Background: an optimization exercise with open tools, aiming at small area. Do not read the settings as production practice. The RTL was checked by simulation tests, not by an equivalence proof against the original design. Power and IR drop assume default switching activity.

==> flow/flow/run.sh <==
#!/bin/bash
# The standard layout, with a leaner clock tree (no dummy loads, larger
# sink clusters) and the smallest buffer on each port. The tools' own logs
# stay under orfs/logs; make's output goes to standard.log.
set -u
export CTS_ARGS="-sink_clustering_enable -repair_clock_nets -dont_use_dummy_load -sink_clustering_size 22 -sink_clustering_max_diameter 50 -buf_list sky130_fd_sc_hd__clkbuf_8"
export BUFFER_PORTS_ARGS="-buffer_cell sky130_fd_sc_hd__buf_1"
bash standard.sh > standard.log 2>&1
==> flow/standard.sh <==
#!/bin/bash
# synth_recipe.tcl (not shown) runs the flow's synth.tcl, then flattens the netlist and writes it again
# the make line also repeats each setting of config.mk as NAME=value (left out here)
make -C /OpenROAD-flow-scripts/flow DESIGN_CONFIG=/design/flow/config.mk WORK_HOME=/design/flow/orfs CLKGATE_MAP_FILE= SYNTH_SCRIPT=/design/flow/synth_recipe.tcl "${@:-finish}"
==> flow/config.mk <==
export PLATFORM = sky130hd
export DESIGN_NAME = pg_top
export DESIGN_NICKNAME = pg_top
export VERILOG_FILES = /design/flow/design.v
export SDC_FILE = /design/flow/constraint.sdc
export NUM_CORES = 4
export LEC_CHECK = 0
export CAP_MARGIN = 20
export CORE_MARGIN = 2
export CORE_UTILIZATION = 70
export GPL_TIMING_DRIVEN = 0
export SLEW_MARGIN = 20
==> flow/constraint.sdc <==
create_clock -name core_clock -period 5.0 [get_ports {i_EMUCLK}]
set_input_delay 1.0000 -clock core_clock [delete_from_list [all_inputs] [get_ports {i_EMUCLK}]]
set_output_delay 1.0000 -clock core_clock [all_outputs]
set_load 0.01 [all_outputs]
==> flow/design.v <==
package pg_format_pkg;
    localparam int pitch_w     = 13;
    localparam int pdelta_w    = 17;
    localparam int phase_w     = 20;
    localparam int out_phase_w = 10;
    localparam int fnum_base_w = 12;
    typedef struct packed {
        logic [3:0] mcand;
        logic       calcmode;
    } inc_mode1_t;
    typedef struct packed {
        logic [2:0] mcand;
        logic       no_plus4;
        logic       calcmode;
    } inc_mode0_t;
    typedef union packed {
        inc_mode1_t m1;
        inc_mode0_t m0;
    } inc_word_u;
endpackage
package pg_table_pkg;
    function automatic logic [16:0] fnum_rom(input logic [5:0] idx);
        case (idx)
            6'h00: fnum_rom = {12'b010100_010011, 5'b00111};
            6'h01: fnum_rom = {12'b010100_100110, 5'b00111};
            6'h02: fnum_rom = {12'b010100_111001, 5'b00111};
            6'h03: fnum_rom = {12'b010101_001100, 5'b01001};
            6'h04: fnum_rom = {12'b010101_100000, 5'b01001};
            6'h05: fnum_rom = {12'b010101_110100, 5'b01001};
            6'h06: fnum_rom = {12'b010110_001000, 5'b01011};
            6'h07: fnum_rom = {12'b010110_011101, 5'b01001};
            6'h08: fnum_rom = {12'b010110_110010, 5'b01011};
            6'h09: fnum_rom = {12'b010111_000111, 5'b01011};
            6'h0A: fnum_rom = {12'b010111_011101, 5'b01101};
            6'h0B: fnum_rom = {12'b010111_110011, 5'b01101};
            6'h10: fnum_rom = {12'b011000_001001, 5'b01101};
            6'h11: fnum_rom = {12'b011000_011111, 5'b01101};
            6'h12: fnum_rom = {12'b011000_110110, 5'b01111};
            6'h13: fnum_rom = {12'b011001_001101, 5'b01111};
            6'h14: fnum_rom = {12'b011001_100101, 5'b01111};
            6'h15: fnum_rom = {12'b011001_111100, 5'b10001};
            6'h16: fnum_rom = {12'b011010_010101, 5'b10001};
            6'h17: fnum_rom = {12'b011010_101101, 5'b10001};
            6'h18: fnum_rom = {12'b011011_000110, 5'b10011};
            6'h19: fnum_rom = {12'b011011_011111, 5'b10011};
            6'h1A: fnum_rom = {12'b011011_111001, 5'b10101};
            6'h1B: fnum_rom = {12'b011100_010011, 5'b10101};
            6'h20: fnum_rom = {12'b011100_101101, 5'b10101};
            6'h21: fnum_rom = {12'b011101_001000, 5'b10111};
            6'h22: fnum_rom = {12'b011101_100011, 5'b10111};
            6'h23: fnum_rom = {12'b011101_111110, 5'b11001};
            6'h24: fnum_rom = {12'b011110_011010, 5'b11001};
            6'h25: fnum_rom = {12'b011110_110111, 5'b11001};
            6'h26: fnum_rom = {12'b011111_010011, 5'b11011};
            6'h27: fnum_rom = {12'b011111_110000, 5'b11101};
            6'h28: fnum_rom = {12'b100000_001110, 5'b11101};
            6'h29: fnum_rom = {12'b100000_101100, 5'b11101};
            6'h2A: fnum_rom = {12'b100001_001010, 5'b11111};
            6'h2B: fnum_rom = {12'b100001_101001, 5'b11111};
            6'h30: fnum_rom = {12'b100010_001001, 5'b11111};
            6'h31: fnum_rom = {12'b100010_101000, 5'b11110};
            6'h32: fnum_rom = {12'b100011_001001, 5'b11110};
            6'h33: fnum_rom = {12'b100011_101001, 5'b11110};
            6'h34: fnum_rom = {12'b100100_001011, 5'b11110};
            6'h35: fnum_rom = {12'b100100_101100, 5'b11110};
            6'h36: fnum_rom = {12'b100101_001110, 5'b11100};
            6'h37: fnum_rom = {12'b100101_110001, 5'b11100};
            6'h38: fnum_rom = {12'b100110_010100, 5'b11100};
            6'h39: fnum_rom = {12'b100110_111000, 5'b11100};
            6'h3A: fnum_rom = {12'b100111_011100, 5'b11100};
            6'h3B: fnum_rom = {12'b101000_000001, 5'b11100};
            default: fnum_rom = '0;
        endcase
    endfunction
    function automatic logic [11:0] fnum_base_lookup(input logic [5:0] idx);
        logic [16:0] entry;
        entry = fnum_rom(idx);
        fnum_base_lookup = entry[16:5];
    endfunction
    function automatic logic [4:0] fnum_inc_lookup(input logic [5:0] idx);
        logic [16:0] entry;
        entry = fnum_rom(idx);
        fnum_inc_lookup = entry[4:0];
    endfunction
    function automatic logic [3:0] dt1_intensity_offset(input logic [1:0] dt1_lo);
        case (dt1_lo)
            2'd0: dt1_intensity_offset = 4'd0;
            2'd1: dt1_intensity_offset = 4'd8;
            2'd2: dt1_intensity_offset = 4'd10;
            default: dt1_intensity_offset = 4'd11;
        endcase
    endfunction
    function automatic logic [4:0] dt1_base_lookup(input logic odd, input logic [1:0] sel);
        case ({odd, sel})
            3'b0_00: dt1_base_lookup = 5'b10000;
            3'b0_01: dt1_base_lookup = 5'b10001;
            3'b0_10: dt1_base_lookup = 5'b10011;
            3'b0_11: dt1_base_lookup = 5'b10100;
            3'b1_00: dt1_base_lookup = 5'b10110;
            3'b1_01: dt1_base_lookup = 5'b11000;
            3'b1_10: dt1_base_lookup = 5'b11011;
            default: dt1_base_lookup = 5'b11101;
        endcase
    endfunction
endpackage
`timescale 1ns/1ps
import pg_format_pkg::*;
import pg_table_pkg::*;
module pg_fnum_path
(
    input  logic [6:0]          i_kc,
    input  logic [5:0]          i_kf,
    output logic [fnum_base_w-1:0] o_base,
    output logic [5:0]             o_half
);
    logic n_new_n100;
    logic n_new_n101;
    logic n_new_n103;
    logic n_new_n104;
    logic n_new_n105;
    logic n_new_n106;
    logic n_new_n107;
    logic n_new_n108;
    logic n_new_n109;
    logic n_new_n110;
    logic n_new_n111;
    logic n_new_n112;
    logic n_new_n113;
    logic n_new_n114;
    logic n_new_n115;
    logic n_new_n116;
    logic n_new_n117;
    logic n_new_n118;
    logic n_new_n119;
    logic n_new_n120;
    logic n_new_n121;
    logic n_new_n122;
    logic n_new_n123;
    logic n_new_n124;
    logic n_new_n125;
    logic n_new_n127;
    logic n_new_n128;
    logic n_new_n129;
    logic n_new_n130;
    logic n_new_n131;
    logic n_new_n132;
    logic n_new_n133;
    logic n_new_n134;
    logic n_new_n135;
    logic n_new_n136;
    logic n_new_n137;
    logic n_new_n139;
    logic n_new_n140;
    logic n_new_n141;
    logic n_new_n142;
    logic n_new_n143;
    logic n_new_n144;
    logic n_new_n145;
    logic n_new_n147;
    logic n_new_n148;
    logic n_new_n149;
    logic n_new_n150;
    logic n_new_n151;
    logic n_new_n152;
    logic n_new_n153;
    logic n_new_n154;
    logic n_new_n155;
    logic n_new_n156;
    logic n_new_n157;
    logic n_new_n158;
    logic n_new_n159;
    logic n_new_n160;
    logic n_new_n161;
    logic n_new_n163;
    logic n_new_n164;
    logic n_new_n165;
    logic n_new_n166;
    logic n_new_n168;
    logic n_new_n169;
    logic n_new_n170;
    logic n_new_n171;
    logic n_new_n172;
    logic n_new_n174;
    logic n_new_n175;
    logic n_new_n176;
    logic n_new_n177;
    logic n_new_n179;
    logic n_new_n180;
    logic n_new_n181;
    logic n_new_n183;
    logic n_new_n186;
    logic n_new_n187;
    logic n_new_n188;
    logic n_new_n189;
    logic n_new_n190;
    logic n_new_n191;
    logic n_new_n192;
    logic n_new_n193;
    logic n_new_n194;
    logic n_new_n195;
    logic n_new_n196;
    logic n_new_n197;
    logic n_new_n198;
    logic n_new_n199;
    logic n_new_n200;
    logic n_new_n201;
    logic n_new_n202;
    logic n_new_n203;
    logic n_new_n204;
    logic n_new_n205;
    logic n_new_n206;
    logic n_new_n207;
    logic n_new_n208;
    logic n_new_n209;
    logic n_new_n210;
    logic n_new_n211;
    logic n_new_n212;
    logic n_new_n213;
    logic n_new_n214;
    logic n_new_n215;
    logic n_new_n216;
    logic n_new_n217;
    logic n_new_n218;
    logic n_new_n219;
    logic n_new_n220;
    logic n_new_n221;
    logic n_new_n222;
    logic n_new_n223;
    logic n_new_n224;
    logic n_new_n225;
    logic n_new_n226;
    logic n_new_n227;
    logic n_new_n228;
    logic n_new_n229;
    logic n_new_n230;
    logic n_new_n231;
    logic n_new_n232;
    logic n_new_n233;
    logic n_new_n234;
    logic n_new_n235;
    logic n_new_n237;
    logic n_new_n238;
    logic n_new_n239;
    logic n_new_n240;
    logic n_new_n241;
    logic n_new_n242;
    logic n_new_n243;
    logic n_new_n244;
    logic n_new_n245;
    logic n_new_n246;
    logic n_new_n247;
    logic n_new_n248;
    logic n_new_n249;
    logic n_new_n250;
    logic n_new_n251;
    logic n_new_n252;
    logic n_new_n253;
    logic n_new_n254;
    logic n_new_n255;
    logic n_new_n256;
    logic n_new_n257;
    logic n_new_n258;
    logic n_new_n259;
    logic n_new_n260;
    logic n_new_n261;
    logic n_new_n262;
    logic n_new_n263;
    logic n_new_n264;
    logic n_new_n266;
    logic n_new_n267;
    logic n_new_n268;
    logic n_new_n269;
    logic n_new_n270;
    logic n_new_n271;
    logic n_new_n272;
    logic n_new_n273;
    logic n_new_n274;
    logic n_new_n275;
    logic n_new_n276;
    logic n_new_n277;
    logic n_new_n278;
    logic n_new_n279;
    logic n_new_n280;
    logic n_new_n282;
    logic n_new_n283;
    logic n_new_n284;
    logic n_new_n285;
    logic n_new_n287;
    logic n_new_n288;
    logic n_new_n290;
    logic n_new_n32;
    logic n_new_n33;
    logic n_new_n34;
    logic n_new_n35;
    logic n_new_n36;
    logic n_new_n37;
    logic n_new_n38;
    logic n_new_n39;
    logic n_new_n40;
    logic n_new_n41;
    logic n_new_n42;
    logic n_new_n43;
    logic n_new_n44;
    logic n_new_n45;
    logic n_new_n46;
    logic n_new_n47;
    logic n_new_n48;
    logic n_new_n49;
    logic n_new_n50;
    logic n_new_n51;
    logic n_new_n52;
    logic n_new_n53;
    logic n_new_n54;
    logic n_new_n55;
    logic n_new_n56;
    logic n_new_n57;
    logic n_new_n58;
    logic n_new_n59;
    logic n_new_n60;
    logic n_new_n61;
    logic n_new_n62;
    logic n_new_n63;
    logic n_new_n64;
    logic n_new_n65;
    logic n_new_n66;
    logic n_new_n67;
    logic n_new_n68;
    logic n_new_n69;
    logic n_new_n70;
    logic n_new_n71;
    logic n_new_n72;
    logic n_new_n73;
    logic n_new_n75;
    logic n_new_n76;
    logic n_new_n77;
    logic n_new_n78;
    logic n_new_n79;
    logic n_new_n80;
    logic n_new_n81;
    logic n_new_n82;
    logic n_new_n83;
    logic n_new_n84;
    logic n_new_n85;
    logic n_new_n86;
    logic n_new_n87;
    logic n_new_n88;
    logic n_new_n89;
    logic n_new_n90;
    logic n_new_n91;
    logic n_new_n92;
    logic n_new_n93;
    logic n_new_n94;
    logic n_new_n95;
    logic n_new_n96;
    logic n_new_n97;
    logic n_new_n98;
    logic n_new_n99;
    assign n_new_n32 = ~i_kf[4] & ~i_kf[5];
    assign n_new_n33 = i_kc[0] & ~i_kc[3];
    assign n_new_n34 = n_new_n32 & n_new_n33;
    assign n_new_n35 = ~i_kc[1] & n_new_n34;
    assign n_new_n36 = ~i_kc[0] & ~i_kc[1];
    assign n_new_n37 = i_kc[0] & i_kc[1];
    assign n_new_n38 = ~n_new_n36 & ~n_new_n37;
    assign n_new_n39 = ~i_kc[3] & ~i_kf[5];
    assign n_new_n40 = n_new_n38 & n_new_n39;
    assign n_new_n41 = ~n_new_n33 & ~n_new_n40;
    assign n_new_n42 = ~n_new_n35 & ~n_new_n41;
    assign n_new_n43 = ~i_kc[1] & ~i_kc[2];
    assign n_new_n44 = i_kc[0] & ~i_kf[5];
    assign n_new_n45 = n_new_n43 & ~n_new_n44;
    assign n_new_n46 = i_kf[4] & n_new_n45;
    assign n_new_n47 = ~n_new_n42 & n_new_n46;
    assign n_new_n48 = ~i_kc[3] & ~i_kf[4];
    assign n_new_n49 = ~i_kc[0] & ~i_kc[3];
    assign n_new_n50 = ~i_kc[1] & i_kc[3];
    assign n_new_n51 = i_kc[0] & n_new_n50;
    assign n_new_n52 = ~n_new_n43 & ~n_new_n51;
    assign n_new_n53 = ~n_new_n49 & ~n_new_n52;
    assign n_new_n54 = n_new_n48 & n_new_n53;
    assign n_new_n55 = ~n_new_n37 & ~n_new_n54;
    assign n_new_n56 = i_kf[4] & i_kf[5];
    assign n_new_n57 = ~i_kc[0] & ~i_kf[4];
    assign n_new_n58 = i_kc[2] & i_kc[3];
    assign n_new_n59 = ~n_new_n32 & n_new_n58;
    assign n_new_n60 = ~n_new_n57 & n_new_n59;
    assign n_new_n61 = ~n_new_n48 & ~n_new_n50;
    assign n_new_n62 = ~n_new_n49 & n_new_n61;
    assign n_new_n63 = ~n_new_n60 & ~n_new_n62;
    assign n_new_n64 = ~n_new_n56 & ~n_new_n63;
    assign n_new_n65 = ~i_kc[1] & i_kc[2];
    assign n_new_n66 = n_new_n32 & ~n_new_n65;
    assign n_new_n67 = ~n_new_n36 & n_new_n66;
    assign n_new_n68 = ~i_kf[4] & i_kf[5];
    assign n_new_n69 = n_new_n49 & n_new_n68;
    assign n_new_n70 = n_new_n65 & n_new_n69;
    assign n_new_n71 = ~n_new_n67 & ~n_new_n70;
    assign n_new_n72 = ~n_new_n64 & n_new_n71;
    assign n_new_n73 = n_new_n55 & n_new_n72;
    assign o_base[0] = ~n_new_n47 & n_new_n73;
    assign n_new_n75 = ~i_kc[1] & ~i_kc[3];
    assign n_new_n76 = i_kf[4] & ~n_new_n75;
    assign n_new_n77 = ~n_new_n39 & ~n_new_n76;
    assign n_new_n78 = i_kc[0] & n_new_n56;
    assign n_new_n79 = ~i_kc[0] & ~n_new_n56;
    assign n_new_n80 = n_new_n43 & ~n_new_n79;
    assign n_new_n81 = ~n_new_n78 & n_new_n80;
    assign n_new_n82 = ~n_new_n77 & ~n_new_n81;
    assign n_new_n83 = n_new_n51 & ~n_new_n82;
    assign n_new_n84 = ~i_kf[5] & n_new_n49;
    assign n_new_n85 = ~n_new_n65 & n_new_n84;
    assign n_new_n86 = i_kc[1] & ~i_kc[3];
    assign n_new_n87 = n_new_n56 & ~n_new_n86;
    assign n_new_n88 = i_kf[4] & n_new_n49;
    assign n_new_n89 = ~n_new_n87 & n_new_n88;
    assign n_new_n90 = ~n_new_n70 & ~n_new_n89;
    assign n_new_n91 = ~n_new_n85 & n_new_n90;
    assign n_new_n92 = ~i_kc[2] & n_new_n79;
    assign n_new_n93 = n_new_n67 & n_new_n92;
    assign n_new_n94 = i_kc[1] & ~n_new_n57;
    assign n_new_n95 = i_kf[5] & ~n_new_n75;
    assign n_new_n96 = ~n_new_n94 & n_new_n95;
    assign n_new_n97 = ~i_kc[0] & i_kc[3];
    assign n_new_n98 = ~i_kc[2] & n_new_n97;
    assign n_new_n99 = n_new_n96 & n_new_n98;
    assign n_new_n100 = ~n_new_n93 & ~n_new_n99;
    assign n_new_n101 = n_new_n91 & n_new_n100;
    assign o_base[1] = ~(~n_new_n83 & n_new_n101);
    assign n_new_n103 = ~i_kc[0] & n_new_n56;
    assign n_new_n104 = n_new_n43 & n_new_n103;
    assign n_new_n105 = ~i_kc[0] & i_kc[2];
    assign n_new_n106 = i_kf[4] & ~i_kf[5];
    assign n_new_n107 = ~n_new_n105 & n_new_n106;
    assign n_new_n108 = n_new_n38 & n_new_n107;
    assign n_new_n109 = ~n_new_n104 & ~n_new_n108;
    assign n_new_n110 = i_kc[1] & ~i_kc[2];
    assign n_new_n111 = n_new_n69 & n_new_n110;
    assign n_new_n112 = ~n_new_n97 & ~n_new_n105;
    assign n_new_n113 = n_new_n66 & ~n_new_n112;
    assign n_new_n114 = ~n_new_n111 & ~n_new_n113;
    assign n_new_n115 = n_new_n109 & n_new_n114;
    assign n_new_n116 = n_new_n76 & ~n_new_n84;
    assign n_new_n117 = i_kc[1] & i_kc[2];
    assign n_new_n118 = n_new_n97 & n_new_n117;
    assign n_new_n119 = ~i_kf[4] & ~n_new_n118;
    assign n_new_n120 = ~n_new_n116 & ~n_new_n119;
    assign n_new_n121 = i_kc[0] & n_new_n68;
    assign n_new_n122 = i_kc[3] & ~n_new_n121;
    assign n_new_n123 = n_new_n65 & ~n_new_n84;
    assign n_new_n124 = ~n_new_n122 & n_new_n123;
    assign n_new_n125 = ~n_new_n120 & ~n_new_n124;
    assign o_base[2] = ~(n_new_n115 & n_new_n125);
    assign n_new_n127 = i_kc[2] & ~i_kf[5];
    assign n_new_n128 = ~n_new_n77 & ~n_new_n127;
    assign n_new_n129 = ~n_new_n97 & n_new_n128;
    assign n_new_n130 = ~n_new_n50 & ~n_new_n65;
    assign n_new_n131 = ~n_new_n58 & ~n_new_n130;
    assign n_new_n132 = n_new_n68 & n_new_n131;
    assign n_new_n133 = ~n_new_n32 & ~n_new_n56;
    assign n_new_n134 = n_new_n117 & ~n_new_n133;
    assign n_new_n135 = ~n_new_n34 & ~n_new_n37;
    assign n_new_n136 = ~n_new_n134 & n_new_n135;
    assign n_new_n137 = ~n_new_n132 & n_new_n136;
    assign o_base[3] = ~n_new_n129 & n_new_n137;
    assign n_new_n139 = ~n_new_n53 & n_new_n87;
    assign n_new_n140 = ~n_new_n39 & ~n_new_n58;
    assign n_new_n141 = ~n_new_n61 & ~n_new_n140;
    assign n_new_n142 = ~n_new_n128 & n_new_n141;
    assign n_new_n143 = ~n_new_n48 & n_new_n92;
    assign n_new_n144 = ~n_new_n142 & ~n_new_n143;
    assign n_new_n145 = ~n_new_n139 & n_new_n144;
    assign o_base[4] = n_new_n55 & n_new_n145;
    assign n_new_n147 = i_kc[0] & n_new_n131;
    assign n_new_n148 = i_kc[1] & ~n_new_n97;
    assign n_new_n149 = ~i_kf[5] & ~n_new_n148;
    assign n_new_n150 = ~n_new_n131 & n_new_n149;
    assign n_new_n151 = ~n_new_n147 & ~n_new_n150;
    assign n_new_n152 = i_kf[4] & ~n_new_n151;
    assign n_new_n153 = ~i_kc[3] & n_new_n93;
    assign n_new_n154 = n_new_n103 & ~n_new_n117;
    assign n_new_n155 = ~n_new_n96 & ~n_new_n154;
    assign n_new_n156 = n_new_n76 & ~n_new_n155;
    assign n_new_n157 = ~n_new_n110 & n_new_n140;
    assign n_new_n158 = n_new_n57 & n_new_n157;
    assign n_new_n159 = ~n_new_n35 & ~n_new_n158;
    assign n_new_n160 = ~n_new_n156 & n_new_n159;
    assign n_new_n161 = ~n_new_n153 & n_new_n160;
    assign o_base[5] = ~(~n_new_n152 & n_new_n161);
    assign n_new_n163 = n_new_n40 & ~n_new_n93;
    assign n_new_n164 = n_new_n45 & n_new_n133;
    assign n_new_n165 = i_kc[3] & n_new_n164;
    assign n_new_n166 = n_new_n155 & ~n_new_n165;
    assign o_base[6] = ~(~n_new_n163 & n_new_n166);
    assign n_new_n168 = n_new_n56 & n_new_n117;
    assign n_new_n169 = ~n_new_n49 & ~n_new_n157;
    assign n_new_n170 = n_new_n38 & ~n_new_n169;
    assign n_new_n171 = i_kc[3] & n_new_n105;
    assign n_new_n172 = ~n_new_n170 & ~n_new_n171;
    assign o_base[7] = ~n_new_n168 & ~n_new_n172;
    assign n_new_n174 = ~n_new_n103 & ~n_new_n118;
    assign n_new_n175 = ~n_new_n87 & ~n_new_n174;
    assign n_new_n176 = ~i_kc[2] & n_new_n49;
    assign n_new_n177 = n_new_n52 & ~n_new_n176;
    assign o_base[8] = ~(~n_new_n175 & n_new_n177);
    assign n_new_n179 = n_new_n103 & n_new_n117;
    assign n_new_n180 = i_kc[2] & n_new_n49;
    assign n_new_n181 = ~n_new_n131 & ~n_new_n180;
    assign o_base[9] = ~(~n_new_n179 & n_new_n181);
    assign n_new_n183 = i_kc[3] & ~n_new_n43;
    assign o_base[10] = ~n_new_n37 & ~n_new_n183;
    assign o_base[11] = ~n_new_n37 & n_new_n183;
    assign n_new_n186 = i_kc[2] & ~n_new_n36;
    assign n_new_n187 = ~i_kc[3] & ~n_new_n186;
    assign n_new_n188 = n_new_n135 & ~n_new_n187;
    assign n_new_n189 = ~i_kc[3] & n_new_n188;
    assign n_new_n190 = n_new_n43 & n_new_n79;
    assign n_new_n191 = ~n_new_n189 & ~n_new_n190;
    assign n_new_n192 = ~n_new_n37 & n_new_n191;
    assign n_new_n193 = i_kf[2] & n_new_n192;
    assign n_new_n194 = i_kf[3] & n_new_n37;
    assign n_new_n195 = n_new_n142 & ~n_new_n151;
    assign n_new_n196 = ~n_new_n65 & ~n_new_n110;
    assign n_new_n197 = i_kf[5] & ~n_new_n112;
    assign n_new_n198 = ~n_new_n196 & n_new_n197;
    assign n_new_n199 = ~n_new_n85 & ~n_new_n164;
    assign n_new_n200 = ~n_new_n198 & n_new_n199;
    assign n_new_n201 = ~n_new_n195 & n_new_n200;
    assign n_new_n202 = i_kf[2] & ~n_new_n201;
    assign n_new_n203 = ~n_new_n42 & ~n_new_n81;
    assign n_new_n204 = i_kf[3] & n_new_n203;
    assign n_new_n205 = ~n_new_n202 & n_new_n204;
    assign n_new_n206 = i_kf[0] & n_new_n205;
    assign n_new_n207 = ~n_new_n59 & ~n_new_n186;
    assign n_new_n208 = o_base[11] & ~n_new_n207;
    assign n_new_n209 = ~n_new_n37 & ~n_new_n208;
    assign n_new_n210 = ~i_kf[0] & ~n_new_n205;
    assign n_new_n211 = n_new_n209 & ~n_new_n210;
    assign n_new_n212 = ~n_new_n206 & n_new_n211;
    assign n_new_n213 = ~n_new_n194 & ~n_new_n212;
    assign n_new_n214 = n_new_n193 & ~n_new_n213;
    assign n_new_n215 = ~n_new_n193 & n_new_n213;
    assign n_new_n216 = ~n_new_n214 & ~n_new_n215;
    assign n_new_n217 = i_kf[1] & n_new_n209;
    assign n_new_n218 = n_new_n188 & n_new_n217;
    assign n_new_n219 = n_new_n191 & n_new_n217;
    assign n_new_n220 = i_kf[0] & n_new_n188;
    assign n_new_n221 = ~n_new_n219 & ~n_new_n220;
    assign n_new_n222 = i_kf[2] & n_new_n203;
    assign n_new_n223 = i_kf[3] & n_new_n209;
    assign n_new_n224 = ~n_new_n201 & n_new_n223;
    assign n_new_n225 = n_new_n222 & ~n_new_n224;
    assign n_new_n226 = ~n_new_n222 & n_new_n224;
    assign n_new_n227 = ~n_new_n225 & ~n_new_n226;
    assign n_new_n228 = ~n_new_n221 & ~n_new_n227;
    assign n_new_n229 = ~n_new_n218 & ~n_new_n228;
    assign n_new_n230 = i_kf[0] & n_new_n191;
    assign n_new_n231 = ~n_new_n228 & ~n_new_n230;
    assign n_new_n232 = n_new_n218 & ~n_new_n231;
    assign n_new_n233 = ~n_new_n229 & ~n_new_n232;
    assign n_new_n234 = ~n_new_n216 & ~n_new_n233;
    assign n_new_n235 = n_new_n216 & n_new_n233;
    assign o_half[0] = ~n_new_n234 & ~n_new_n235;
    assign n_new_n237 = ~i_kf[0] & n_new_n202;
    assign n_new_n238 = ~n_new_n208 & ~n_new_n237;
    assign n_new_n239 = n_new_n204 & ~n_new_n238;
    assign n_new_n240 = ~n_new_n214 & ~n_new_n239;
    assign n_new_n241 = i_kf[0] & n_new_n204;
    assign n_new_n242 = n_new_n217 & ~n_new_n241;
    assign n_new_n243 = ~i_kf[1] & n_new_n204;
    assign n_new_n244 = n_new_n209 & ~n_new_n243;
    assign n_new_n245 = i_kf[0] & ~n_new_n244;
    assign n_new_n246 = ~n_new_n242 & ~n_new_n245;
    assign n_new_n247 = i_kf[2] & n_new_n188;
    assign n_new_n248 = i_kf[3] & n_new_n192;
    assign n_new_n249 = ~n_new_n247 & n_new_n248;
    assign n_new_n250 = n_new_n247 & ~n_new_n248;
    assign n_new_n251 = i_kf[2] & i_kf[3];
    assign n_new_n252 = ~n_new_n209 & n_new_n251;
    assign n_new_n253 = n_new_n201 & n_new_n252;
    assign n_new_n254 = ~n_new_n250 & ~n_new_n253;
    assign n_new_n255 = ~n_new_n249 & n_new_n254;
    assign n_new_n256 = ~n_new_n246 & ~n_new_n255;
    assign n_new_n257 = n_new_n246 & n_new_n255;
    assign n_new_n258 = ~n_new_n256 & ~n_new_n257;
    assign n_new_n259 = ~n_new_n240 & n_new_n258;
    assign n_new_n260 = n_new_n240 & ~n_new_n258;
    assign n_new_n261 = ~n_new_n259 & ~n_new_n260;
    assign n_new_n262 = ~n_new_n232 & ~n_new_n235;
    assign n_new_n263 = n_new_n261 & ~n_new_n262;
    assign n_new_n264 = ~n_new_n261 & n_new_n262;
    assign o_half[1] = ~n_new_n263 & ~n_new_n264;
    assign n_new_n266 = ~n_new_n259 & ~n_new_n263;
    assign n_new_n267 = i_kf[1] & ~n_new_n209;
    assign n_new_n268 = n_new_n256 & n_new_n267;
    assign n_new_n269 = i_kf[1] & ~n_new_n242;
    assign n_new_n270 = ~n_new_n256 & ~n_new_n269;
    assign n_new_n271 = i_kf[3] & n_new_n188;
    assign n_new_n272 = ~i_kf[2] & ~n_new_n271;
    assign n_new_n273 = i_kf[3] & n_new_n250;
    assign n_new_n274 = ~n_new_n272 & ~n_new_n273;
    assign n_new_n275 = ~n_new_n270 & n_new_n274;
    assign n_new_n276 = n_new_n270 & ~n_new_n274;
    assign n_new_n277 = ~n_new_n275 & ~n_new_n276;
    assign n_new_n278 = ~n_new_n268 & ~n_new_n277;
    assign n_new_n279 = ~n_new_n266 & n_new_n278;
    assign n_new_n280 = n_new_n266 & ~n_new_n278;
    assign o_half[2] = ~(~n_new_n279 & ~n_new_n280);
    assign n_new_n282 = i_kf[3] & ~n_new_n247;
    assign n_new_n283 = n_new_n266 & ~n_new_n275;
    assign n_new_n284 = ~n_new_n276 & ~n_new_n283;
    assign n_new_n285 = n_new_n282 & ~n_new_n284;
    assign o_half[5] = n_new_n263 & n_new_n267;
    assign n_new_n287 = ~n_new_n282 & ~o_half[5];
    assign n_new_n288 = n_new_n284 & n_new_n287;
    assign o_half[3] = ~(~n_new_n285 & ~n_new_n288);
    assign n_new_n290 = i_kf[3] & ~o_half[5];
    assign o_half[4] = ~n_new_n285 & n_new_n290;
endmodule
`timescale 1ns/1ps
import pg_format_pkg::*;
import pg_table_pkg::*;
module pg_detune_path
(
    input  logic [6:0]          i_kc,
    input  logic [2:0]          i_dt1,
    output logic [4:0]          o_mag,
    output logic                o_neg
);
    logic n_new_n17;
    logic n_new_n18;
    logic n_new_n19;
    logic n_new_n20;
    logic n_new_n21;
    logic n_new_n22;
    logic n_new_n23;
    logic n_new_n24;
    logic n_new_n25;
    logic n_new_n26;
    logic n_new_n27;
    logic n_new_n28;
    logic n_new_n29;
    logic n_new_n30;
    logic n_new_n31;
    logic n_new_n32;
    logic n_new_n33;
    logic n_new_n34;
    logic n_new_n35;
    logic n_new_n36;
    logic n_new_n37;
    logic n_new_n38;
    logic n_new_n39;
    logic n_new_n40;
    logic n_new_n41;
    logic n_new_n42;
    logic n_new_n43;
    logic n_new_n44;
    logic n_new_n45;
    logic n_new_n46;
    logic n_new_n47;
    logic n_new_n48;
    logic n_new_n49;
    logic n_new_n50;
    logic n_new_n51;
    logic n_new_n52;
    logic n_new_n54;
    logic n_new_n55;
    logic n_new_n56;
    logic n_new_n58;
    logic n_new_n59;
    logic n_new_n60;
    logic n_new_n62;
    logic n_new_n63;
    logic n_new_n65;
    logic n_new_n66;
    logic n_new_n67;
    assign n_new_n17 = i_kc[5] & i_dt1[1];
    assign n_new_n18 = i_dt1[0] & i_dt1[1];
    assign n_new_n19 = ~i_kc[4] & ~n_new_n18;
    assign n_new_n20 = ~i_kc[5] & ~i_dt1[1];
    assign n_new_n21 = ~n_new_n17 & ~n_new_n20;
    assign n_new_n22 = ~n_new_n19 & n_new_n21;
    assign n_new_n23 = ~n_new_n17 & ~n_new_n22;
    assign n_new_n24 = i_kc[6] & ~n_new_n23;
    assign n_new_n25 = ~i_dt1[0] & ~i_dt1[1];
    assign n_new_n26 = ~i_kc[6] & n_new_n23;
    assign n_new_n27 = ~n_new_n25 & ~n_new_n26;
    assign n_new_n28 = ~n_new_n24 & n_new_n27;
    assign n_new_n29 = n_new_n19 & ~n_new_n21;
    assign n_new_n30 = ~n_new_n22 & ~n_new_n29;
    assign n_new_n31 = n_new_n28 & n_new_n30;
    assign n_new_n32 = i_kc[4] & i_kc[5];
    assign n_new_n33 = i_kc[6] & n_new_n32;
    assign n_new_n34 = i_kc[2] & ~n_new_n33;
    assign n_new_n35 = i_kc[3] & ~n_new_n33;
    assign n_new_n36 = ~n_new_n34 & ~n_new_n35;
    assign n_new_n37 = i_kc[3] & n_new_n34;
    assign n_new_n38 = ~n_new_n36 & ~n_new_n37;
    assign n_new_n39 = i_kc[4] & n_new_n18;
    assign n_new_n40 = ~n_new_n19 & ~n_new_n39;
    assign n_new_n41 = ~n_new_n35 & n_new_n40;
    assign n_new_n42 = ~n_new_n38 & ~n_new_n41;
    assign n_new_n43 = n_new_n31 & n_new_n42;
    assign n_new_n44 = ~n_new_n25 & n_new_n30;
    assign n_new_n45 = n_new_n24 & n_new_n38;
    assign n_new_n46 = ~n_new_n26 & ~n_new_n45;
    assign n_new_n47 = n_new_n44 & ~n_new_n46;
    assign n_new_n48 = ~n_new_n36 & ~n_new_n40;
    assign n_new_n49 = ~n_new_n30 & n_new_n48;
    assign n_new_n50 = n_new_n28 & n_new_n49;
    assign n_new_n51 = ~n_new_n34 & ~n_new_n41;
    assign n_new_n52 = ~n_new_n25 & ~n_new_n30;
    assign o_mag[3] = n_new_n24 & n_new_n52;
    assign n_new_n54 = n_new_n51 & o_mag[3];
    assign n_new_n55 = ~n_new_n50 & ~n_new_n54;
    assign n_new_n56 = ~n_new_n47 & n_new_n55;
    assign o_mag[0] = ~(~n_new_n43 & n_new_n56);
    assign n_new_n58 = n_new_n30 & ~n_new_n48;
    assign n_new_n59 = n_new_n28 & ~n_new_n58;
    assign n_new_n60 = n_new_n42 & o_mag[3];
    assign o_mag[4] = n_new_n24 & n_new_n44;
    assign n_new_n62 = n_new_n51 & o_mag[4];
    assign n_new_n63 = ~n_new_n60 & ~n_new_n62;
    assign o_mag[1] = ~(~n_new_n59 & n_new_n63);
    assign n_new_n65 = n_new_n42 & o_mag[4];
    assign n_new_n66 = n_new_n48 & o_mag[3];
    assign n_new_n67 = ~n_new_n65 & ~n_new_n66;
    assign o_mag[2] = ~(~n_new_n31 & n_new_n67);
    assign o_neg = i_dt1[2];
endmodule
module pg_octave_detune
(
    input  logic [fnum_base_w-1:0] i_fnum,
    input  logic [2:0]             i_block,
    input  logic [4:0]             i_mag,
    input  logic                   i_neg,
    output logic [pdelta_w-1:0]    o_sum
);
    logic [13:0]            sh1;
    logic [15:0]            sh2;
    logic [18:0]            sh4;
    logic [pdelta_w-1:0]    shifted;
    logic [5:0]             det_lo;
    logic                   det_up, det_dn;
    logic [11:0]            det_hi;
    assign sh1     = i_block[0] ? {1'b0, i_fnum, 1'b0} : {2'b0, i_fnum};
    assign sh2     = i_block[1] ? {sh1, 2'b0} : {2'b0, sh1};
    assign sh4     = i_block[2] ? {sh2[14:0], 4'b0} : {3'b0, sh2};
    assign shifted = sh4[18:2];
    assign o_sum = shifted + (i_neg ? (~{12'b0, i_mag} + 17'd1) : {12'b0, i_mag});
endmodule
`timescale 1ns/1ps
import pg_format_pkg::*;
module pg_phase_accum
#(
    parameter int phase_slots = 32
) (
    input  logic                   i_EMUCLK,
    input  logic                   i_rst,
    input  logic [pdelta_w-1:0]    i_sum,
    input  logic [3:0]             i_mul,
    input  logic                   i_phase_rst,
    output logic                   o_live,
    output logic [out_phase_w-1:0] o_phase
);
    logic [5:0]             since_rst;
    logic                   ring_live;
    logic                   stage_live;
    logic                   tap_live;
    logic [phase_w-1:0]     ring [0:phase_slots-1];
    always_ff @(posedge i_EMUCLK) begin
        if (i_rst) begin
            since_rst <= '0;
        end else if (!since_rst[5]) begin
            since_rst <= since_rst + 6'd1;
        end
    end
    assign stage_live = since_rst > 6'd1;
    assign ring_live  = since_rst[5];
    assign tap_live   = since_rst > 6'd4;
    assign o_live     = since_rst > 6'd3;
    logic [phase_w-1:0] next_phase;
    pg_mac u_mac (
        .i_old   (ring[phase_slots-1]),
        .i_old_live (ring_live),
        .i_clear (!stage_live || i_phase_rst),
        .i_sum   (i_sum),
        .i_mul   (i_mul),
        .o_phase (next_phase)
    );
    always_ff @(posedge i_EMUCLK) begin
        ring[0] <= next_phase;
        for (int i = 1; i < phase_slots; i++) begin
            ring[i] <= ring[i-1];
        end
    end
    assign o_phase = tap_live ? ring[4][phase_w-1:phase_w-out_phase_w] : '0;
endmodule
module pg_mac
(
    input  logic [phase_w-1:0]  i_old,
    input  logic                i_old_live,
    input  logic                i_clear,
    input  logic [pdelta_w-1:0] i_sum,
    input  logic [3:0]          i_mul,
    output logic [phase_w-1:0]  o_phase
);
    logic [phase_w-1:0] old_phase;
    logic [phase_w-1:0] row0, row1, row2, row3;
    assign old_phase = i_old_live ? i_old : '0;
    assign row0 = i_mul[0] ? {3'b0, i_sum} : ((i_mul == 4'd0) ? {4'b0, i_sum[16:1]} : '0);
    assign row1 = i_mul[1] ? {2'b0, i_sum, 1'b0} : '0;
    assign row2 = i_mul[2] ? {1'b0, i_sum, 2'b0} : '0;
    assign row3 = i_mul[3] ? {i_sum, 3'b0} : '0;
    assign o_phase = i_clear ? '0 : (old_phase + row0 + row1 + row2 + row3);
endmodule
`timescale 1ns/1ps
import pg_format_pkg::*;
module pg_top #(
    parameter int phase_slots = 32
) (
    input  logic       i_EMUCLK,
    input  logic       i_rst,
    input  logic [6:0] i_kc,
    input  logic [5:0] i_kf,
    input  logic [2:0] i_dt1,
    input  logic [3:0] i_mul,
    input  logic       i_phase_rst,
    output logic [9:0] o_phase,
    output logic [4:0] o_eg_shift
);
    logic [fnum_base_w-1:0] fbase;
    logic [5:0]             fhalf;
    logic [4:0]             det_mag;
    logic                   det_neg;
    logic [fnum_base_w-1:0] fnum_s1;
    logic [2:0]             dt1_s1;
    logic [3:0]             mul_s1, mul_s2;
    logic                   prst_s1, prst_s2;
    logic [4:0]             shift_s1, shift_s2, shift_s3, shift_s4;
    logic [pdelta_w-1:0]    sum;
    logic [pdelta_w-1:0]    sum_s2;
    logic                   eg_live;
    pg_fnum_path u_fnum_path (
        .i_kc   (i_kc),
        .i_kf   (i_kf),
        .o_base (fbase),
        .o_half (fhalf)
    );
    logic [6:0]             flo;
    logic [6:0]             flo_s1;
    logic [5:0]             fhi_s1;
    assign flo = {1'b0, fbase[5:0]} + {1'b0, fhalf};
    pg_detune_path u_detune_path (
        .i_kc  ({shift_s1, 2'b00}),
        .i_dt1 (dt1_s1),
        .o_mag (det_mag),
        .o_neg (det_neg)
    );
    assign fnum_s1 = {fhi_s1 + {5'b0, flo_s1[6]}, flo_s1[5:0]};
    pg_octave_detune u_octave_detune (
        .i_fnum  (fnum_s1),
        .i_block (shift_s1[4:2]),
        .i_mag   (det_mag),
        .i_neg   (det_neg),
        .o_sum   (sum)
    );
    always_ff @(posedge i_EMUCLK) begin
        flo_s1   <= flo;
        fhi_s1   <= fbase[11:6];
        dt1_s1   <= i_dt1;
        mul_s1   <= i_mul;
        prst_s1  <= i_phase_rst;
        shift_s1 <= i_kc[6:2];
        sum_s2   <= sum;
        mul_s2   <= mul_s1;
        prst_s2  <= prst_s1;
        shift_s2 <= shift_s1;
        shift_s3 <= shift_s2;
        shift_s4 <= shift_s3;
    end
    pg_phase_accum #(
        .phase_slots (phase_slots)
    ) u_phase_accum (
        .i_EMUCLK    (i_EMUCLK),
        .i_rst       (i_rst),
        .i_sum       (sum_s2),
        .i_mul       (mul_s2),
        .i_phase_rst (prst_s2),
        .o_live      (eg_live),
        .o_phase     (o_phase)
    );
    assign o_eg_shift = eg_live ? shift_s4 : '0;
endmodule
==> results.py <==
metrics = {
    "status": {
        "status": "finished clean",
    },
    "placement": {
        "dp.cells": 1959,
        "numPortBuffers": 35,
        "gp_congestion": 0.870,
        "hpwlAfterDp_mm": 22.0,
        "dpl_worst_slack_ns": -0.965,
    },
    "timing": {
        "setup_ws_ns": 0.114,
        "whs_ns": 0.250,
        "setup_viol": 0,
        "tightest_slew_ns": 0.871,
        "maxSlewHeadroom": 0.416,
        "hold_violations": 0,
        "min_period_over_period": 0.977,
        "fin_skew_ns": 0.108,
        "drv_slew": 0,
        "min_period_ns": 4.89,
        "clock.fmax_ghz": 0.205,
        "tns_ns": 0,
    },
    "clock_network": {
        "h-tree-depth": 2,
        "clk_latency_ns": 0.61,
        "cts_tree": "done",
        "cts_buffer_depth": 3,
        "cts-root-buf": "clkbuf_8",
        "path_clk_slew_ns": 0.12,
        "ctsHoldBuffers": 0,
        "numCtsBuffers": 46,
        "clock_sinks": 709,
    },
    "yosys": {
        "netlist_top_cells_area": "dfxtp_1 71%, fa_1 5.3%, ha_1 4.4%",
        "synth_cell_types": 66,
        "synthFlopType": "dfxtp_1",
        "synth_top_area_frac": 0.706,
        "ys_ff_latch": 709,
        "synth_area_leader_cell": "dfxtp_1",
        "yosys_warnings": 4,
        "syn_inst": 1540,
        "synth_common_cells": "709 x dfxtp_1, 100 x nand2_1, 79 x inv_1",
        "syn_area_per_cell_sq_um": 13.1,
        "synth_edf_count": 0,
        "synth.most_common_cell": "dfxtp_1",
        "synth_nets": 1686,
        "yosysSeqAreaShare": 0.706,
        "async_reset_ff_frac": 0,
        "syn-cell-area_sq_um": 20100,
    },
    "pwr": {
        "leakagePower_nw": 9.17,
        "max-vdd-ir-drop_uv": 430,
        "p_per_area_nw_per_um2": 589,
        "finalPower_mw": 12.7,
    },
    "run": {
        "cap_violations": 0,
    },
    "route": {
        "wire_per_inst_um": 15.9,
        "dr_wl_met3_mm": 1.52,
        "via_per_inst": 5.20,
        "met2_length_mm": 15.2,
        "postRouteAntennaNets": 0,
        "routed_wl_mm": 32.1,
        "met1Wirelength_mm": 14.4,
        "drt_iter0_markers": 553,
        "first_pass_iters": 7,
        "vias": 10481,
        "highest-signal-layer": "met4",
        "drc": 0,
    },
    "die": {
        "core.rowCount": 62,
        "die_w_um": 173,
        "die-area_sq_um": 30100,
        "die_h_um": 173,
        "start_util": 0.706,
        "coreArea_sq_um": 28500,
        "ios": 38,
    },
    "critical_path": {
        "cp.arrival_ns": 5.33,
        "critPathLaunchType": "register",
        "end_kind": "register",
        "worstSetupPathType": "reg2reg",
        "critical_path_required_ns": 5.45,
        "critPathMaxFanout": 10,
    },
    "cells_and_area": {
        "area_growth_syn_to_layout_pct": 7.55,
        "diodes": 0,
        "final_cell_count_no_fill": 2014,
        "fin_nets": 1778,
        "nFillCells": 1771,
        "drive_gt1_frac": 0.0748,
    },
    "global_routing": {
        "grt_pass1_vias": 10663,
        "grt-ovfl-total": 0,
        "grt_pass1_wl_mm": 52.2,
        "grt_max_degree": 23,
        "antenna_found_initial": 1,
        "track_usage": 0.216,
    },
    "hold_path": {
        "hold_path_class": "reg2reg",
    },
}
==> layout make-up <==
| type | count | area, sq um | share of cell area |
|---|---|---|---|
| inverter | 82 | 319 | 0.0148 |
| sequential | 709 | 14200 | 0.657 |
| tap | 384 | 480 | 0.0222 |
| timing repair buffer | 48 | 233 | 0.0108 |
| clock buffer | 46 | 633 | 0.0293 |
| multi-input combinational | 714 | 5590 | 0.259 |
| buffer | 31 | 151 | 0.00700 |
==> per-layer routing <==
layer	GRT usage	vias up
met3	0.0375	74
met5	0	-
met2	0.362	263
met1	0.284	4963
met4	0.0794	0
li1	-	5181
==> flip-flops by register name, summed over array words and instances (netlist names), 5 cells and up <==
register                 flops
shift_s3                     5
flo_s1                       7
u_phase_accum.ring         640
shift_s4                     5
sum_s2                      17
u_phase_accum.since_rst      6
fhi_s1                       6
shift_s2                     5
shift_s1                     5
==> final timing paths <==
kind	depth (start not counted)	endpoint	slack [ns]	start
max reg2reg	13	u_phase_accum.ring[0][16]$_SDFF_PP0_	0.11	mul_s2[1]$_DFF_P_
min	0	u_phase_accum.ring[3][7]$_DFF_P_	0.25	u_phase_accum.ring[2][7]$_DFF_P_
max	13	u_phase_accum.ring[0][16]$_SDFF_PP0_	0.11	mul_s2[1]$_DFF_P_
min reg2reg	0	u_phase_accum.ring[3][7]$_DFF_P_	0.25	u_phase_accum.ring[2][7]$_DFF_P_
==> cells in the final DEF (no fill, tap or decap), types with 10 or more instances in the layout <==
| cell | synthesis | routed |
|---|---|---|
| buf_4 | 2 | 14 |
| a22oi_1 | 17 | 17 |
| nand2b_1 | 12 | 12 |
| clkbuf_8 | 0 | 46 |
| nand3_1 | 23 | 23 |
| inv_1 | 79 | 76 |
| xnor2_1 | 28 | 28 |
| ha_1 | 70 | 68 |
| nor3_1 | 16 | 15 |
| clkbuf_1 | 26 | 16 |
| dfxtp_1 | 709 | 703 |
| o21ai_1 | 12 | 13 |
| nor2_1 | 59 | 58 |
| a21o_1 | 17 | 17 |
| o21ai_0 | 48 | 47 |
| buf_1 | 1 | 33 |
| xor2_1 | 16 | 16 |
| fa_1 | 53 | 52 |
| and2_1 | 56 | 56 |
| nand2_1 | 100 | 100 |
| o211ai_1 | 10 | 10 |
| mux2i_1 | 12 | 12 |
| nor2b_1 | 14 | 13 |
| a21oi_1 | 45 | 42 |
==> worst max-delay path, stage by stage, from the launching register on <==
cell and delay (ns):
dfxtp_4 0.39, nor4_4 0.36, clkbuf_4 0.28, a22oi_1 0.10
fa_1 0.52, inv_1 0.06, fa_1 0.51, fa_1 0.50
ha_1 0.35, a2111oi_0 0.44, o21ai_1 0.22, a221oi_2 0.45
a21oi_1 0.17, o31ai_2 0.37
==> timing repair <==
action,CTS,global route
setup endpoints to repair,16,19
resized for setup,14,37
pin swaps,1,11
buffers inserted,3,10
==> power by group <==
| group | total (mW) | switching, mW | internal, mW |
|---|---|---|---|
| Sequential | 7.41 | 0.429 | 6.98 |
| Combinational | 2.97 | 1.73 | 1.24 |
| Clock | 2.34 | 1.51 | 0.828 |
| Total | 12.7 | 3.67 | 9.05 |
==> kinds of logic after synthesis <==
| group | after synthesis | share of synthesized area |
|---|---|---|
| adder cells (fa/ha/maj) | 124 | 0.0969 |
| multiplexers | 18 | 0.00934 |
| AND/OR/NAND/NOR | 306 | 0.0740 |
| AO/OA/AOI/OAI | 222 | 0.0715 |
| buffers and inverters | 117 | 0.0229 |
| flip-flops | 709 | 0.706 |
| XOR/XNOR | 44 | 0.0192 |
==> stage by stage <==
step	util	instance area, sq um
after global placement	0.727	20700
after detailed placement	0.728	20700
after global routing	0.759	21600
after CTS	0.752	21400
final	0.759	21600
after floorplan	-	20100

==> what the ideal ports hide <==
Ports are ideal in the flow. The routed layout listed here was re-timed in OpenROAD.
Step 1 assumes that a clkbuf_16 drives the clock port and a buf_2 every other input.
Step 2 moves the port delays by t, midway between the first and last clock arrival at a register: inputs arrive t later, outputs are due t later. That takes back most of the time a late clock gives input paths.
a / b / c = no drivers / after step 1 / after step 2; a / b = the first two.
shift t [ns]: 0.606
slack for setup (ns): 0.114 / 0.114 / -0.427
worst setup path at the end: input to register
worst data-port slew with drivers (ns): 0.04
Met with ideal ports but missed after step 2: setup timing in this run. For this run, drivers alone change the setup slack by 0.000 ns; drivers and shift together by -0.541 ns.
